From an optimization exercise on the open Yosys and OpenROAD flow, aimed at small area and a short achievable clock period; shortcuts taken in it are not production practice. Where RTL was checked, it was by simulation tests only, not by an equivalence proof against the original. Power and IR drop assume default switching activity.

==> flow/design.v <==
package maxpool_pkg;
  localparam logic MODE_MAX = 1'b0;
  localparam logic MODE_MIN = 1'b1;
endpackage
module maxpool_cmp (
  input  logic [31:0] a,
  input  logic [31:0] b,
  output logic        beat
);
  logic       mag_gt;
  logic [31:0] g [6];
  logic [31:0] p [6];
  always_comb begin
    g[0] = {1'b0, a[30:0] & ~b[30:0]};
    p[0] = {1'b1, a[30:0] | ~b[30:0]};
    for (int l = 1; l < 6; l++) begin
      g[l] = '0;
      p[l] = '0;
      for (int j = 0; j < (32 >> l); j++) begin
        g[l][j] = g[l-1][2*j+1] | (p[l-1][2*j+1] & g[l-1][2*j]);
        p[l][j] = p[l-1][2*j+1] & p[l-1][2*j];
      end
    end
    mag_gt = g[5][0];
  end
  assign beat = (a[31] ^ b[31]) ? b[31] : (a[31] ^ mag_gt);
endmodule
module maxpool_sel3 (
  input  logic [31:0] a,
  input  logic [31:0] b,
  input  logic [31:0] c,
  input  logic [31:0] q,
  input  logic        mode,
  input  logic        en,
  output logic [31:0] y
);
  logic ab, ac, bc;
  logic p_ab, p_ac, p_bc;
  logic wa, wb, wc;
  maxpool_cmp u_ab (.a(a), .b(b), .beat(ab));
  maxpool_cmp u_ac (.a(a), .b(c), .beat(ac));
  maxpool_cmp u_bc (.a(b), .b(c), .beat(bc));
  assign p_ab = ab ^ mode;
  assign p_ac = ac ^ mode;
  assign p_bc = bc ^ mode;
  assign wa =  p_ab &  p_ac;
  assign wb = ~p_ab &  p_bc;
  assign wc = ~p_ac & ~p_bc;
  assign y = ({32{wa & en}} & a) | ({32{wb & en}} & b) | ({32{wc & en}} & c) |
             ({32{~en}} & q);
endmodule
module maxpool_tree_cell #(
  parameter int DATA_WIDTH = 32,
  parameter int WINDOW     = 9
) (
  input  logic                         C_IN_CLK,
  input  logic                         C_IN_RST,
  input  logic                         C_IN_FLUSH,
  input  logic                         C_IN_MODE,
  input  logic                         C_IN_DATA_VALID,
  input  logic [WINDOW*DATA_WIDTH-1:0] D_IN_DATA,
  output logic                         C_OUT_IN_READY,
  input  logic                         C_IN_OUT_READY,
  output logic                         C_OUT_DATA_VALID,
  output logic [DATA_WIDTH-1:0]        C_OUT_DATA
);
  localparam int NV = 5;
  logic [NV-1:0] v4_q;
  logic [NV-1:0] en;
  logic [2:0]    vld_q;
  logic          md1_q;
  logic [95:0]   s1_d;
  logic [95:0]   s1_q;
  logic [31:0]   s2_d;
  logic [31:0]   s2_q, s3_q, s4_q;
  assign en               = ~v4_q | {NV{C_IN_OUT_READY}};
  assign C_OUT_IN_READY   = en[0];
  assign C_OUT_DATA_VALID = v4_q[0];
  for (genvar g = 0; g < 3; g++) begin : g_s1
    maxpool_sel3 u_sel (
      .a    (D_IN_DATA[(3*g)*32   +: 32]),
      .b    (D_IN_DATA[(3*g+1)*32 +: 32]),
      .c    (D_IN_DATA[(3*g+2)*32 +: 32]),
      .q    (s1_q[32*g +: 32]),
      .mode (C_IN_MODE),
      .en   (en[(g == 2) ? 3 : 2]),
      .y    (s1_d[32*g +: 32])
    );
  end
  maxpool_sel3 u_s2 (
    .a    (s1_q[31:0]),
    .b    (s1_q[63:32]),
    .c    (s1_q[95:64]),
    .q    (s2_q),
    .mode (md1_q),
    .en   (en[3]),
    .y    (s2_d)
  );
  always_ff @(posedge C_IN_CLK or posedge C_IN_RST) begin
    if (C_IN_RST)        vld_q <= '0;
    else if (C_IN_FLUSH) vld_q <= '0;
    else if (en[4])      vld_q <= {vld_q[1:0], C_IN_DATA_VALID};
  end
  for (genvar k = 0; k < NV; k++) begin : g_v4
    always_ff @(posedge C_IN_CLK or posedge C_IN_RST) begin
      if (C_IN_RST)        v4_q[k] <= 1'b0;
      else if (C_IN_FLUSH) v4_q[k] <= 1'b0;
      else if (en[k])      v4_q[k] <= vld_q[2];
    end
  end
  always_ff @(posedge C_IN_CLK) begin
    s1_q <= s1_d;
    s2_q <= s2_d;
    if (en[4]) begin
      md1_q <= C_IN_MODE;
      s3_q  <= s2_q;
      s4_q  <= s3_q;
    end
  end
  assign C_OUT_DATA = s4_q & {32{v4_q[1]}};
endmodule
clock: 3.6 ns
lec_check: 0
abc_area: 1
cap_margin: 20
core_margin: 2
core_utilization: 60
gpl_timing_driven: 0
setup_slack_margin: 1.0
slew_margin: 70
standard.sh (not shown) runs the stock make flow with config.mk's settings and CLKGATE_MAP_FILE= SYNTH_SCRIPT=/design/flow/synth_recipe.tcl, a recipe that flattens the netlist after the stock synthesis.
==> flow/flow/run.sh <==
#!/bin/bash
# Standard ORFS layout with three changes:
#  - synthesis maps with flow/abc_map.script (same passes and names otherwise);
#  - the port buffers are plain buf_1 cells instead of buffer_ports' default
#    delay cells;
#  - the buffers ABC inserts are removed at floorplan so placement rebuilds
#    the fanout trees.
set -euo pipefail
W=$PWD
export FLOW_ABC_SCRIPT=$W/flow/abc_map.script
export FLOW_SYNTH_TCL=$W/synth_recipe.tcl
bash standard.sh SYNTH_SCRIPT=$W/flow/synth_wrap.tcl synth > synth.log 2>&1
bash standard.sh SYNTH_SCRIPT=$W/flow/synth_wrap.tcl \
  BUFFER_PORTS_ARGS="-buffer_cell sky130_fd_sc_hd__buf_1" REMOVE_ABC_BUFFERS=1 \
  finish > layout.log 2>&1
==> flow/flow/abc_map.script <==
strash
dch
map -D 1000
topo
stime -c
buffer -c
upsize -c -D 1000
dnsize -c -D 1000
==> flow/flow/synth_wrap.tcl <==
# The standard flow's synthesis script unchanged, except that ABC maps the logic with
# flow/abc_map.script: delay-driven mapping with area recovery.
proc abc {args} {
  set i [lsearch $args -script]
  lset args [expr {$i + 1}] $::env(FLOW_ABC_SCRIPT)
  yosys abc {*}$args
}
source $::env(FLOW_SYNTH_TCL)
==> next run, changes <==
--- a/flow/design.v
+++ b/flow/design.v
@@ -61,13 +61,13 @@
   input  logic [WINDOW*DATA_WIDTH-1:0] D_IN_DATA,
   output logic                         C_OUT_IN_READY,
   input  logic                         C_IN_OUT_READY,
   output logic                         C_OUT_DATA_VALID,
   output logic [DATA_WIDTH-1:0]        C_OUT_DATA
 );
-  localparam int NV = 5;
+  localparam int NV = 4;
   logic [NV-1:0] v4_q;
   logic [NV-1:0] en;
   logic [2:0]    vld_q;
   logic          md1_q;
   logic [95:0]   s1_d;
   logic [95:0]   s1_q;
@@ -80,42 +80,46 @@
     maxpool_sel3 u_sel (
       .a    (D_IN_DATA[(3*g)*32   +: 32]),
       .b    (D_IN_DATA[(3*g+1)*32 +: 32]),
       .c    (D_IN_DATA[(3*g+2)*32 +: 32]),
       .q    (s1_q[32*g +: 32]),
       .mode (C_IN_MODE),
-      .en   (en[(g == 2) ? 3 : 2]),
+      .en   (en[(g == 2) ? 2 : 1]),
       .y    (s1_d[32*g +: 32])
     );
   end
   maxpool_sel3 u_s2 (
     .a    (s1_q[31:0]),
     .b    (s1_q[63:32]),
     .c    (s1_q[95:64]),
     .q    (s2_q),
     .mode (md1_q),
-    .en   (en[3]),
+    .en   (en[2]),
     .y    (s2_d)
   );
   always_ff @(posedge C_IN_CLK or posedge C_IN_RST) begin
     if (C_IN_RST)        vld_q <= '0;
     else if (C_IN_FLUSH) vld_q <= '0;
-    else if (en[4])      vld_q <= {vld_q[1:0], C_IN_DATA_VALID};
+    else if (en[3])      vld_q <= {vld_q[1:0], C_IN_DATA_VALID};
   end
   for (genvar k = 0; k < NV; k++) begin : g_v4
     always_ff @(posedge C_IN_CLK or posedge C_IN_RST) begin
       if (C_IN_RST)        v4_q[k] <= 1'b0;
       else if (C_IN_FLUSH) v4_q[k] <= 1'b0;
       else if (en[k])      v4_q[k] <= vld_q[2];
     end
   end
   always_ff @(posedge C_IN_CLK) begin
     s1_q <= s1_d;
     s2_q <= s2_d;
-    if (en[4]) begin
+    if (en[3]) begin
       md1_q <= C_IN_MODE;
       s3_q  <= s2_q;
-      s4_q  <= s3_q;
     end
   end
-  assign C_OUT_DATA = s4_q & {32{v4_q[1]}};
+  always_ff @(posedge C_IN_CLK or posedge C_IN_RST) begin
+    if (C_IN_RST)        s4_q <= '0;
+    else if (C_IN_FLUSH) s4_q <= '0;
+    else if (en[3])      s4_q <= vld_q[2] ? s3_q : '0;
+  end
+  assign C_OUT_DATA = s4_q;
 endmodule
Outcome:
- clock-buffer cell count went down by 11
- die area went down by 0.76%
- worst setup slack gains 0.033 ns
- worst hold slack gains 0.076 ns
- clock power went down by 16%
- synthesized area went down by 0.78%
- wire length went up by 2.6%
- first-iteration DRC count went up by 33%
- via count went up by 2.5%
Function not checked in the second run of this note: the RTL went through the layout flow alone.

==> re-timing with driven ports <==
How much do the figures lean on ideal ports? The routed layouts below were timed once more, with nothing changed but the port constraints.
Step 1: set_driving_cell puts a clkbuf_16 on C_IN_CLK and a buf_2 on each other input, an assumption about the parent block.
Step 2 adds t to the input delays and takes it off the output delays; t is the mean of the earliest and latest rising clock arrival at the registers after step 1. Input paths then give back, and output paths get back, about the clock's delay inside the block.
Three values: ideal ports, drivers, drivers and shift; two values: the first two.
run	t, ns	setup slack, ns	latest minus earliest clock arrival (ns)	worst data-port slew with drivers (ns)	pins driven straight from the clock port
the first run	0.557	1.037 / 1.037 / 0.588	0.012 / 0.012	0.07	1
the second run	0.492	1.070 / 1.099 / 0.607	0.024 / 0.024	0.06	1
After both steps setup and hold are still met in every run listed. For the second run, which loses most, drivers alone change the setup slack by +0.029 ns; drivers and shift together by -0.463 ns.
